Context: an optimization exercise on an open-source flow, tuned for small area, a short achievable clock period and few clock cycles per item. The choices shown serve that exercise and are no tape-out recipe.
The RTL was checked by simulation tests, not by an equivalence proof against the original design.

### flow/run.sh
#!/bin/bash
# synth_recipe.tcl (not shown) runs the flow's synth.tcl, then flattens the netlist and writes it again
# the make line also repeats each setting of config.mk as NAME=value (left out here)
make -C /OpenROAD-flow-scripts/flow DESIGN_CONFIG=/design/flow/config.mk WORK_HOME=/design/flow/orfs CLKGATE_MAP_FILE= SYNTH_SCRIPT=/design/flow/synth_recipe.tcl finish
### flow/config.mk
export PLATFORM = sky130hd
export DESIGN_NAME = bicubic_top
export DESIGN_NICKNAME = bicubic_top
export VERILOG_FILES = /design/flow/design.v
export SDC_FILE = /design/flow/constraint.sdc
export NUM_CORES = 4
export LEC_CHECK = 0
export CAP_MARGIN = 20
export CORE_MARGIN = 2
export CORE_UTILIZATION = 40
export SLEW_MARGIN = 20
### flow/constraint.sdc
create_clock -name core_clock -period 13.0 [get_ports {CLK}]
set_input_delay 2.6000 -clock core_clock [delete_from_list [all_inputs] [get_ports {CLK}]]
set_output_delay 2.6000 -clock core_clock [all_outputs]
set_load 0.01 [all_outputs]
### flow/design.v
`default_nettype none
package bicubic_pkg;
    localparam int FRAC_BITS    = 8;     
    localparam int WEIGHT_ONE   = 256;   
    localparam int WEIGHT_SHIFT = 17;    
    localparam int ROUND_BIAS   = 128;   
    localparam int PIXEL_MAX    = 255;
    typedef logic [7:0]          pixel_t;
    typedef logic [13:0]         img_addr_t;
    typedef logic [9:0]          res_addr_t;   
    typedef logic [5:0]          coord_t;
    typedef logic [15:0]         pos_t;        
    typedef logic [7:0]          frac_t;
    typedef logic signed [10:0]  weight_t;
    typedef struct packed {
        logic [6:0] v0;
        logic [6:0] h0;
        logic [4:0] sw;
        logic [4:0] sh;
        coord_t     tw;
        coord_t     th;
    } job_cfg_t;
    typedef struct packed {
        logic [7:0] ix;
        logic [7:0] iy;
        frac_t      fx;
        frac_t      fy;
    } sample_pos_t;
    typedef struct packed {
        pixel_t [3:0][3:0] px;   
    } pixel_window_t;
    typedef struct packed {
        weight_t w0;
        weight_t w1;
        weight_t w2;
        weight_t w3;
    } weight_set_t;
    typedef struct packed {
        logic      en;
        img_addr_t addr;
    } src_rd_t;
    typedef struct packed {
        logic      en;
        res_addr_t addr;
        pixel_t    data;
    } res_wr_t;
endpackage
`default_nettype wire
`default_nettype none
module cubic_weights (
    input  wire                        CLK,
    input  wire                        RST,
    input  wire bicubic_pkg::frac_t    frac,
    output bicubic_pkg::weight_set_t   weights
);
    logic signed [27:0]   f;
    logic signed [27:0]   f2;
    logic signed [27:0]   f3;
    logic signed [27:0]   n0;
    logic signed [27:0]   n2;
    logic signed [27:0]   n3;
    bicubic_pkg::weight_t w0;
    bicubic_pkg::weight_t w1;
    bicubic_pkg::weight_t w2;
    bicubic_pkg::weight_t w3;
    assign f  = 28'(frac);
    assign f2 = f * f;      
    assign f3 = f2 * f;
    assign n0 = -f3 + (f2 <<< 9) - (f <<< 16);
    assign n2 = -(f3 + (f3 <<< 1)) + (f2 <<< 10) + (f <<< 16);
    assign n3 = f3 - (f2 <<< 8);
    assign w0 = n0[bicubic_pkg::WEIGHT_SHIFT +: 11];
    assign w2 = n2[bicubic_pkg::WEIGHT_SHIFT +: 11];
    assign w3 = n3[bicubic_pkg::WEIGHT_SHIFT +: 11];
    assign w1 = bicubic_pkg::weight_t'(bicubic_pkg::WEIGHT_ONE) - w0 - w2 - w3;
    always_ff @(posedge CLK or posedge RST) begin
        if (RST) begin
            weights <= '0;
        end else begin
            weights <= {w0, w1, w2, w3};
        end
    end
endmodule
`default_nettype wire
`default_nettype none
module interp_engine (
    input  wire                              CLK,
    input  wire                              RST,
    input  wire                              calc_start,
    input  wire bicubic_pkg::sample_pos_t    sample_pos,
    input  wire bicubic_pkg::pixel_window_t  window,
    output bicubic_pkg::pixel_t              result,
    output logic                             result_valid
);
    bicubic_pkg::weight_set_t   wx;
    bicubic_pkg::weight_set_t   wy;
    bicubic_pkg::pixel_t [3:0]  row_res;
    logic [2:0]                 phase;     
    logic [1:0]                 row_sel;
    function automatic bicubic_pkg::pixel_t filter4(
        input bicubic_pkg::weight_set_t w,
        input bicubic_pkg::pixel_t [3:0] s
    );
        logic signed [21:0] acc;
        acc = w.w0 * $signed({1'b0, s[0]})
            + w.w1 * $signed({1'b0, s[1]})
            + w.w2 * $signed({1'b0, s[2]})
            + w.w3 * $signed({1'b0, s[3]});
        acc = (acc + 22'(bicubic_pkg::ROUND_BIAS)) >>> bicubic_pkg::FRAC_BITS;
        if (acc < 0) begin
            filter4 = '0;
        end else if (acc > 22'(bicubic_pkg::PIXEL_MAX)) begin
            filter4 = 8'hff;
        end else begin
            filter4 = acc[7:0];
        end
    endfunction
    cubic_weights u_weights_x (
        .CLK     (CLK),
        .RST     (RST),
        .frac    (sample_pos.fx),
        .weights (wx)
    );
    cubic_weights u_weights_y (
        .CLK     (CLK),
        .RST     (RST),
        .frac    (sample_pos.fy),
        .weights (wy)
    );
    assign row_sel = 2'(phase - 3'd1);
    always_ff @(posedge CLK or posedge RST) begin
        if (RST) begin
            phase        <= '0;
            result_valid <= 1'b0;
        end else begin
            if (calc_start) begin
                phase <= 3'd1;   
            end else if (phase == 3'd5) begin
                phase <= '0;
            end else if (phase != '0) begin
                phase <= phase + 3'd1;
            end
            result_valid <= (phase == 3'd5);
        end
    end
    always_ff @(posedge CLK) begin
        if ((phase >= 3'd1) && (phase <= 3'd4)) begin
            row_res[row_sel] <= filter4(wx, window.px[row_sel]);   
        end else if (phase == 3'd5) begin
            result <= filter4(wy, row_res);    
        end
    end
endmodule
`default_nettype wire
`default_nettype none
module window_fetch #(
    parameter int unsigned SRC_WIDTH  = 100,
    parameter int unsigned SRC_HEIGHT = 100
) (
    input  wire                            CLK,
    input  wire                            RST,
    input  wire                            fetch_start,
    input  wire bicubic_pkg::sample_pos_t  sample_pos,
    input  wire bicubic_pkg::pixel_t       src_data,
    output bicubic_pkg::src_rd_t           src_rd,
    output bicubic_pkg::pixel_window_t     window,
    output logic                           window_valid
);
    logic                   rd_active;
    logic [3:0]             rd_idx;       
    logic                   cap_active;
    logic [3:0]             cap_idx;
    logic [8:0]             rd_row;
    logic [8:0]             rd_col;
    bicubic_pkg::img_addr_t row_base;
    assign rd_row = 9'(sample_pos.iy) + 9'(rd_idx[3:2]) - 9'd1;
    assign rd_col = 9'(sample_pos.ix) + 9'(rd_idx[1:0]) - 9'd1;
    always_comb begin
        row_base = '0;
        for (int b = 0; b < 14; b++) begin
            if (SRC_WIDTH[b]) begin
                row_base = row_base + (bicubic_pkg::img_addr_t'(rd_row) << b);
            end
        end
    end
    always_ff @(posedge CLK or posedge RST) begin
        if (RST) begin
            rd_active  <= 1'b0;
            rd_idx     <= '0;
            cap_active <= 1'b0;
            cap_idx    <= '0;
        end else begin
            if (fetch_start) begin
                rd_active <= 1'b1;
                rd_idx    <= '0;
            end else if (rd_active) begin
                rd_idx <= rd_idx + 4'd1;
                if (rd_idx == 4'd15) rd_active <= 1'b0;
            end
            cap_active <= rd_active;   
            cap_idx    <= rd_idx;
        end
    end
    always_ff @(posedge CLK) begin
        if (cap_active) window.px[cap_idx[3:2]][cap_idx[1:0]] <= src_data;
    end
    assign src_rd       = {rd_active, row_base + bicubic_pkg::img_addr_t'(rd_col)};
    assign window_valid = cap_active && (cap_idx == 4'd15);   
endmodule
`default_nettype wire
`default_nettype none
module target_stepper (
    input  wire                          CLK,
    input  wire                          RST,
    input  wire bicubic_pkg::job_cfg_t   cfg,
    input  wire                          cfg_load,
    input  wire                          advance,
    output bicubic_pkg::sample_pos_t     sample_pos,
    output bicubic_pkg::res_addr_t       res_addr,
    output logic                         last_pixel
);
    bicubic_pkg::coord_t tx;
    bicubic_pkg::coord_t ty;
    bicubic_pkg::coord_t tw_q;
    bicubic_pkg::coord_t th_q;
    logic [6:0]          h0_q;
    bicubic_pkg::pos_t   step_x;
    bicubic_pkg::pos_t   step_y;
    bicubic_pkg::pos_t   pos_x;
    bicubic_pkg::pos_t   pos_y;
    logic                row_end;
    function automatic logic [2:0] size_log2(input bicubic_pkg::coord_t size);
        case (size)
            6'd16:   size_log2 = 3'd4;
            6'd32:   size_log2 = 3'd5;
            default: size_log2 = 3'd3;
        endcase
    endfunction
    assign row_end = (tx == tw_q - 6'd1);
    always_ff @(posedge CLK or posedge RST) begin
        if (RST) begin
            tx   <= '0;
            ty   <= '0;
            tw_q <= '0;
            th_q <= '0;
        end else if (cfg_load) begin
            tx   <= '0;
            ty   <= '0;
            tw_q <= cfg.tw;
            th_q <= cfg.th;
        end else if (advance) begin
            if (row_end) begin
                tx <= '0;
                ty <= ty + 6'd1;
            end else begin
                tx <= tx + 6'd1;
            end
        end
    end
    always_ff @(posedge CLK) begin
        if (cfg_load) begin
            h0_q   <= cfg.h0;
            step_x <= (bicubic_pkg::pos_t'(cfg.sw) << bicubic_pkg::FRAC_BITS) >> size_log2(cfg.tw);
            step_y <= (bicubic_pkg::pos_t'(cfg.sh) << bicubic_pkg::FRAC_BITS) >> size_log2(cfg.th);
            pos_x  <= bicubic_pkg::pos_t'(cfg.h0) << bicubic_pkg::FRAC_BITS;
            pos_y  <= bicubic_pkg::pos_t'(cfg.v0) << bicubic_pkg::FRAC_BITS;
        end else if (advance) begin
            if (row_end) begin
                pos_x <= bicubic_pkg::pos_t'(h0_q) << bicubic_pkg::FRAC_BITS;   
                pos_y <= pos_y + step_y;
            end else begin
                pos_x <= pos_x + step_x;
            end
        end
    end
    assign sample_pos = {pos_x[15:8], pos_y[15:8], pos_x[7:0], pos_y[7:0]};
    assign res_addr   = (bicubic_pkg::res_addr_t'(ty) << size_log2(tw_q))
                        + bicubic_pkg::res_addr_t'(tx);
    assign last_pixel = row_end && (ty == th_q - 6'd1);
endmodule
`default_nettype wire
`default_nettype none
module scale_sequencer (
    input  wire                          CLK,
    input  wire                          RST,
    input  wire                          window_valid,
    input  wire                          result_valid,
    input  wire                          last_pixel,
    input  wire bicubic_pkg::res_addr_t  res_addr,
    input  wire bicubic_pkg::pixel_t     result,
    output logic                         cfg_load,
    output logic                         fetch_start,
    output logic                         calc_start,
    output logic                         advance,
    output bicubic_pkg::res_wr_t         res_wr,
    output logic                         done
);
    typedef enum logic [2:0] {
        IDLE,
        LOAD,
        FETCH,
        CALC,
        WRITE,
        STEP,
        FINISH
    } state_t;
    state_t state;
    state_t state_nx;
    logic                   wr_en;
    bicubic_pkg::res_addr_t wr_addr;
    bicubic_pkg::pixel_t    wr_data;
    logic                   wr_take;
    always_comb begin
        state_nx = state;
        case (state)
            IDLE:    state_nx = LOAD;
            LOAD:    state_nx = FETCH;
            FETCH:   if (window_valid) state_nx = CALC;
            CALC:    if (result_valid) state_nx = WRITE;
            WRITE:   state_nx = last_pixel ? FINISH : STEP;
            STEP:    state_nx = FETCH;
            FINISH:  state_nx = IDLE;
            default: state_nx = IDLE;
        endcase
    end
    assign wr_take = (state == CALC) && result_valid;   
    always_ff @(posedge CLK or posedge RST) begin
        if (RST) begin
            state       <= IDLE;
            fetch_start <= 1'b0;
            calc_start  <= 1'b0;
            wr_en       <= 1'b0;
        end else begin
            state       <= state_nx;
            fetch_start <= (state_nx == FETCH) && (state != FETCH);
            calc_start  <= (state_nx == CALC) && (state != CALC);
            wr_en       <= wr_take;
        end
    end
    always_ff @(posedge CLK) begin
        if (wr_take) begin
            wr_addr <= res_addr;
            wr_data <= result;
        end
    end
    assign cfg_load = (state == LOAD);
    assign advance  = (state == STEP);    
    assign done     = (state == FINISH);
    assign res_wr   = {wr_en, wr_addr, wr_data};
endmodule
`default_nettype wire
`default_nettype none
module bicubic_top (
    input  wire        CLK,
    input  wire        RST,
    input  wire [6:0]  cfg_v0,
    input  wire [6:0]  cfg_h0,
    input  wire [4:0]  cfg_sw,
    input  wire [4:0]  cfg_sh,
    input  wire [5:0]  cfg_tw,
    input  wire [5:0]  cfg_th,
    output wire        src_rd_en,
    output wire [13:0] src_rd_addr,
    input  wire [7:0]  src_data,
    output wire        res_wr_en,
    output wire [9:0]  res_wr_addr,
    output wire [7:0]  res_wr_data,
    output logic       done
);
    localparam int unsigned SRC_WIDTH  = 100;
    localparam int unsigned SRC_HEIGHT = 100;
    bicubic_pkg::job_cfg_t cfg;
    bicubic_pkg::src_rd_t  src_rd;
    bicubic_pkg::res_wr_t  res_wr;
    assign cfg = {cfg_v0, cfg_h0, cfg_sw, cfg_sh, cfg_tw, cfg_th};
    assign {src_rd_en, src_rd_addr} = src_rd;
    assign {res_wr_en, res_wr_addr, res_wr_data} = res_wr;
    logic cfg_load;
    logic fetch_start;
    logic calc_start;
    logic advance;
    logic window_valid;
    logic result_valid;
    logic last_pixel;
    bicubic_pkg::sample_pos_t   sample_pos;
    bicubic_pkg::res_addr_t     res_addr;
    bicubic_pkg::pixel_window_t window;
    bicubic_pkg::pixel_t        result;
    scale_sequencer u_sequencer (
        .CLK          (CLK),
        .RST          (RST),
        .window_valid (window_valid),
        .result_valid (result_valid),
        .last_pixel   (last_pixel),
        .res_addr     (res_addr),
        .result       (result),
        .cfg_load     (cfg_load),
        .fetch_start  (fetch_start),
        .calc_start   (calc_start),
        .advance      (advance),
        .res_wr       (res_wr),
        .done         (done)
    );
    target_stepper u_stepper (
        .CLK        (CLK),
        .RST        (RST),
        .cfg        (cfg),
        .cfg_load   (cfg_load),
        .advance    (advance),
        .sample_pos (sample_pos),
        .res_addr   (res_addr),
        .last_pixel (last_pixel)
    );
    window_fetch #(
        .SRC_WIDTH  (SRC_WIDTH),
        .SRC_HEIGHT (SRC_HEIGHT)
    ) u_fetch (
        .CLK          (CLK),
        .RST          (RST),
        .fetch_start  (fetch_start),
        .sample_pos   (sample_pos),
        .src_data     (src_data),
        .src_rd       (src_rd),
        .window       (window),
        .window_valid (window_valid)
    );
    interp_engine u_engine (
        .CLK          (CLK),
        .RST          (RST),
        .calc_start   (calc_start),
        .sample_pos   (sample_pos),
        .window       (window),
        .result       (result),
        .result_valid (result_valid)
    );
endmodule
`default_nettype wire
==> impl_metrics.ini <==
[outcome]
run_status = complete, no violations

[critical_path]
critical_path_class = flop to flop
cp_max_fo = 5
worst_path_most_repeated_cell = sky130_fd_sc_hd__fa_1
data_required_time_of_the_worst_path_ns = 13.49
timing.rr.end = u_engine.u_weights_y.weights[32]
critPathLaunch = u_stepper.pos_y[2]
rrSetupSlack_ns = 0.43
cpMaxStageDelayCell = sky130_fd_sc_hd__fa_1
critical_path.max_stage_delay_ns = 0.61
critPathLaunchType = flop
critPathArrivalTime_ns = 13.06
r2r.worst_path.cells = 52
crit_path_end_kind = flop
worstReg2RegStart = u_stepper.pos_y[2]

[drt]
route.detailed.drc = 0
drt_wl_total_um = 155100
drt-wirelength-per-cell_um = 16.78
route.detailed.vias_per_inst = 4.974
detailroute.via_count = 45990
firstDrtPassIters = 5
ant_nets = 0
drt_first_iter_violations = 2301

[placement]
dp_worst_setup_slack_ns = -0.1034
place_hpwl_um = 130900
gp_congestion = 0.8766
port-buffer-count = 80

[global_route]
overflow = 0
grt_usage_pct = 18.95
first_pass_grt_wire_length_um = 257400
grt_start_max_net_pins = 95
initial_antenna_violation_count = 0
grt_pass1_vias = 48540

[min_path]
timing.hold.worst_path_depth = 0
hold_path.class = flop to flop
hold_path_startpoint = u_engine.result[5]
min_to = u_sequencer.wr_data[5]

[logic_synthesis]
post_synth_xor_area_fraction_pct = 5.167
post_synth_inst_count = 6849
synth_top_family_by_area = adder cells
synth_adder_area_share_pct = 45.12
post_synthesis_cell_type_count = 86
synth.yosys.warnings = 5
syn-cell-area_um2 = 65010
count_of_flip_flops_with_a_built_in_enable_after_synthesis = 231
synthDominantAreaCellType = sky130_fd_sc_hd__fa_1
syn_area_per_cell_um2 = 9.493
yosysTopAreaCellShare_pct = 28.05
yosys_most_used_dff = sky130_fd_sc_hd__edfxtp_1
synth_simple_gate_area_share_pct = 12.19
synth_compound_area_share_pct = 9.243
biggest_area_contributors_in_the_synthesized_netlist = sky130_fd_sc_hd__fa_1 28%, sky130_fd_sc_hd__ha_1 17%, sky130_fd_sc_hd__edfxtp_1 11%
async_reset_ff_share_pct = 34.83
synth_seq_area_share_pct = 16.24
ys_ff_latch = 379
synth.area.mux_share_pct = 2.527

[clock_network]
ctsHtreeMaxLevel = 2
clock_sinks = 379
cts_hold_buf = 0
tritoncts_clock_tree = done
clock_path_buffers = 3
cts_made_buffers = 45
clk_pin_slew_worst_paths_ns = 0.06
clockRootBuffer = sky130_fd_sc_hd__clkbuf_16
clock_latency_at_the_later_pin_of_the_worst_skew_pair_ns = 0.62

[timing]
timing.clock.skew_ns = 0.03181
worst_hold_slack_ns = 0.4185
finalHoldViolCount = 0
max_slew_margin_pct = 33.06
worst_pin_slew_ns = 1.000
maxClockFrequency_mhz = 79.57
post-route-worst-setup-slack_ns = 0.4327
timing.final.crit_share_pct = 96.67
setup_viol_count_final = 0
period_minus_slack_ns = 12.57
drv_slew = 0

[floorplanning]
floorplan.initialDensity_pct = 40.40
placement_rows = 147
die_w_um = 407.2
floorplan_die_height_um = 407.2
floorplan.core_area_um2 = 160900
die-area_um2 = 165800
total_i_o_pin_count = 81

[cells_and_area]
fin_nets = 8892
final_layout_size_suffix_gt1_share_pct = 6.690
most_frequent_standard_cell_in_the_layout_excluding_fill_and_tap_cells = sky130_fd_sc_hd__inv_1
post-route-util_pct = 44.42
most-common-layout-cells = 1494 x sky130_fd_sc_hd__inv_1, 909 x sky130_fd_sc_hd__fa_1, 879 x sky130_fd_sc_hd__ha_1
antenna-diode-count = 0
count_of_fill_cells_added_during_filler_insertion = 15430
syn2layout_area_growth_pct = 9.957
regArea_um2 = 10580
multiInputGateArea_um2 = 48970

[job]
maxCapViolCount = 0
[sequential cells by signal (all words and copies together), names as in the netlist, 3 cells and up]
| register | cells |
|---|---|
| u_stepper.tw_q | 6 |
| u_stepper.th_q | 6 |
| u_engine.result | 8 |
| u_sequencer.state | 3 |
| u_stepper.ty | 6 |
| u_stepper.h0_q | 7 |
| u_sequencer.wr_addr | 10 |
| u_engine.phase | 3 |
| u_stepper.tx | 6 |
| u_stepper.step_y | 12 |
| u_fetch.rd_idx | 4 |
| u_engine.u_weights_y.weights | 44 |
| u_fetch.window | 128 |
| u_stepper.step_x | 12 |
| u_stepper.pos_y | 15 |
| u_engine.u_weights_x.weights | 44 |
| u_fetch.cap_idx | 4 |
| u_sequencer.wr_data | 8 |
| u_engine.row_res | 32 |
| u_stepper.pos_x | 15 |
[metal layers]
metal / vias to the layer above / share of wire (%) / GRT usage, % / wire [µm]
met5: - / 0 / 0 / 0
met4: 0 / 1.8 / 3.891 / 2861
met3: 149 / 3.6 / 1.785 / 5528
met2: 744 / 48 / 32.18 / 74410
met1: 22950 / 47 / 26.31 / 72330
li1: 22150 / - / - / -
[kinds of logic after synthesis]
logic type	Yosys count
mux	116
buf+inv	1641
other cells	2
simple gates	1621
fa+ha+maj	1798
compound gates	911
xor+xnor	381
flops	379
[worst max path at each step]
stage                                       endpoint  cells after the start
floorplan           u_engine.u_weights_x.weights[32]                     54
global placement    u_engine.u_weights_y.weights[32]                     52
detailed placement  u_engine.u_weights_y.weights[32]                     53
CTS                 u_engine.u_weights_y.weights[32]                     52
global route        u_engine.u_weights_x.weights[32]                     54
finish              u_engine.u_weights_y.weights[32]                     52
[through the flow]
step           instance area [µm²]  instances  TNS, ns
2_1_floorplan                65210       6900        0
3_3_place_gp                 69250       9142        0
3_5_place_dp                 69260       9142  -0.1034
4_1_cts                      70830       9226        0
5_1_grt                      71490       9245  -0.1583
6_report                     71490       9245        0
[area by class of cell]
| class | instances | share of cell area, % |
|---|---|---|
| tap | 2160 | 3.780 |
| clock inverter | 19 | 0.3780 |
| timing repair buffer | 235 | 2.807 |
| clock buffer | 65 | 1.815 |
| inverter | 1507 | 7.920 |
| multi-input combinational | 4880 | 68.50 |
| sequential | 379 | 14.80 |
[timing repair]
action                     CTS  global route
setup endpoints to repair    1             6
pin swaps                    0            34
resized for setup            4           129
buffers inserted             0            18
[cells in the mapped netlist (10+ instances only)]
master / n
sky130_fd_sc_hd__o22ai_1: 38
sky130_fd_sc_hd__o21a_1: 43
sky130_fd_sc_hd__and3_1: 22
sky130_fd_sc_hd__a21boi_0: 10
sky130_fd_sc_hd__o21ai_0: 168
sky130_fd_sc_hd__a22o_1: 66
sky130_fd_sc_hd__a21oi_1: 252
sky130_fd_sc_hd__a211oi_1: 24
sky130_fd_sc_hd__a31o_2: 11
sky130_fd_sc_hd__dfrtp_1: 132
sky130_fd_sc_hd__or2_2: 15
sky130_fd_sc_hd__nor3_1: 60
sky130_fd_sc_hd__or3_1: 24
sky130_fd_sc_hd__mux2i_1: 19
sky130_fd_sc_hd__a21o_1: 96
sky130_fd_sc_hd__o2111ai_1: 11
sky130_fd_sc_hd__inv_1: 1499
sky130_fd_sc_hd__ha_1: 887
sky130_fd_sc_hd__nand3_1: 58
sky130_fd_sc_hd__dfxtp_1: 16
sky130_fd_sc_hd__mux2_2: 65
sky130_fd_sc_hd__clkbuf_1: 120
sky130_fd_sc_hd__nor4_1: 11
sky130_fd_sc_hd__o211ai_1: 15
sky130_fd_sc_hd__fa_1: 911
sky130_fd_sc_hd__xor2_1: 130
sky130_fd_sc_hd__xnor2_1: 249
sky130_fd_sc_hd__and2_1: 456
sky130_fd_sc_hd__nor2_1: 310
sky130_fd_sc_hd__o31ai_1: 15
sky130_fd_sc_hd__mux4_2: 32
sky130_fd_sc_hd__nand2_1: 538
sky130_fd_sc_hd__a31oi_1: 17
sky130_fd_sc_hd__edfxtp_1: 231
sky130_fd_sc_hd__nor2b_1: 48
sky130_fd_sc_hd__nand2b_1: 34
sky130_fd_sc_hd__o21bai_1: 69
sky130_fd_sc_hd__nand4_1: 19
[worst max-delay path, delay by kind of cell (launching register included)]
family,cells,cell delay [ns]
adder cells (fa/ha/maj),16,6.88
AO/OA/AOI/OAI,15,2.52
AND/OR/NAND/NOR,10,1.73
XOR/XNOR,3,0.53
buffers and inverters,8,0.42
flip-flops,1,0.36
Testbench counts, summed over its fixed seeds: cycles 558,264, pixels 20,672.

## static timing again, ports no longer ideal
How much do the figures lean on ideal ports? The routed layout below was timed once more, with nothing changed but the port constraints. Step 1 sets driving cells, clkbuf_16 on the clock port and buf_2 on the other inputs (assumed; they add their load-dependent delay and slew). Step 2 times the ports against the registers' clock, not the clock port: input delays grow and output delays shrink by t, the midpoint of the rising clock arrivals with the driver on. Slacks: no drivers / after step 1 / after step 2; pairs: no drivers / after step 1.
t (ns): 0.679
setup WS [ns]: 0.433 / 0.433 / 0.433
hold WS [ns]: 0.419 / 0.419 / 0.419
After both steps setup and hold are still met in this run. The setup slack of this run moves by 0.000 ns with the drivers and by 0.000 ns with both steps.
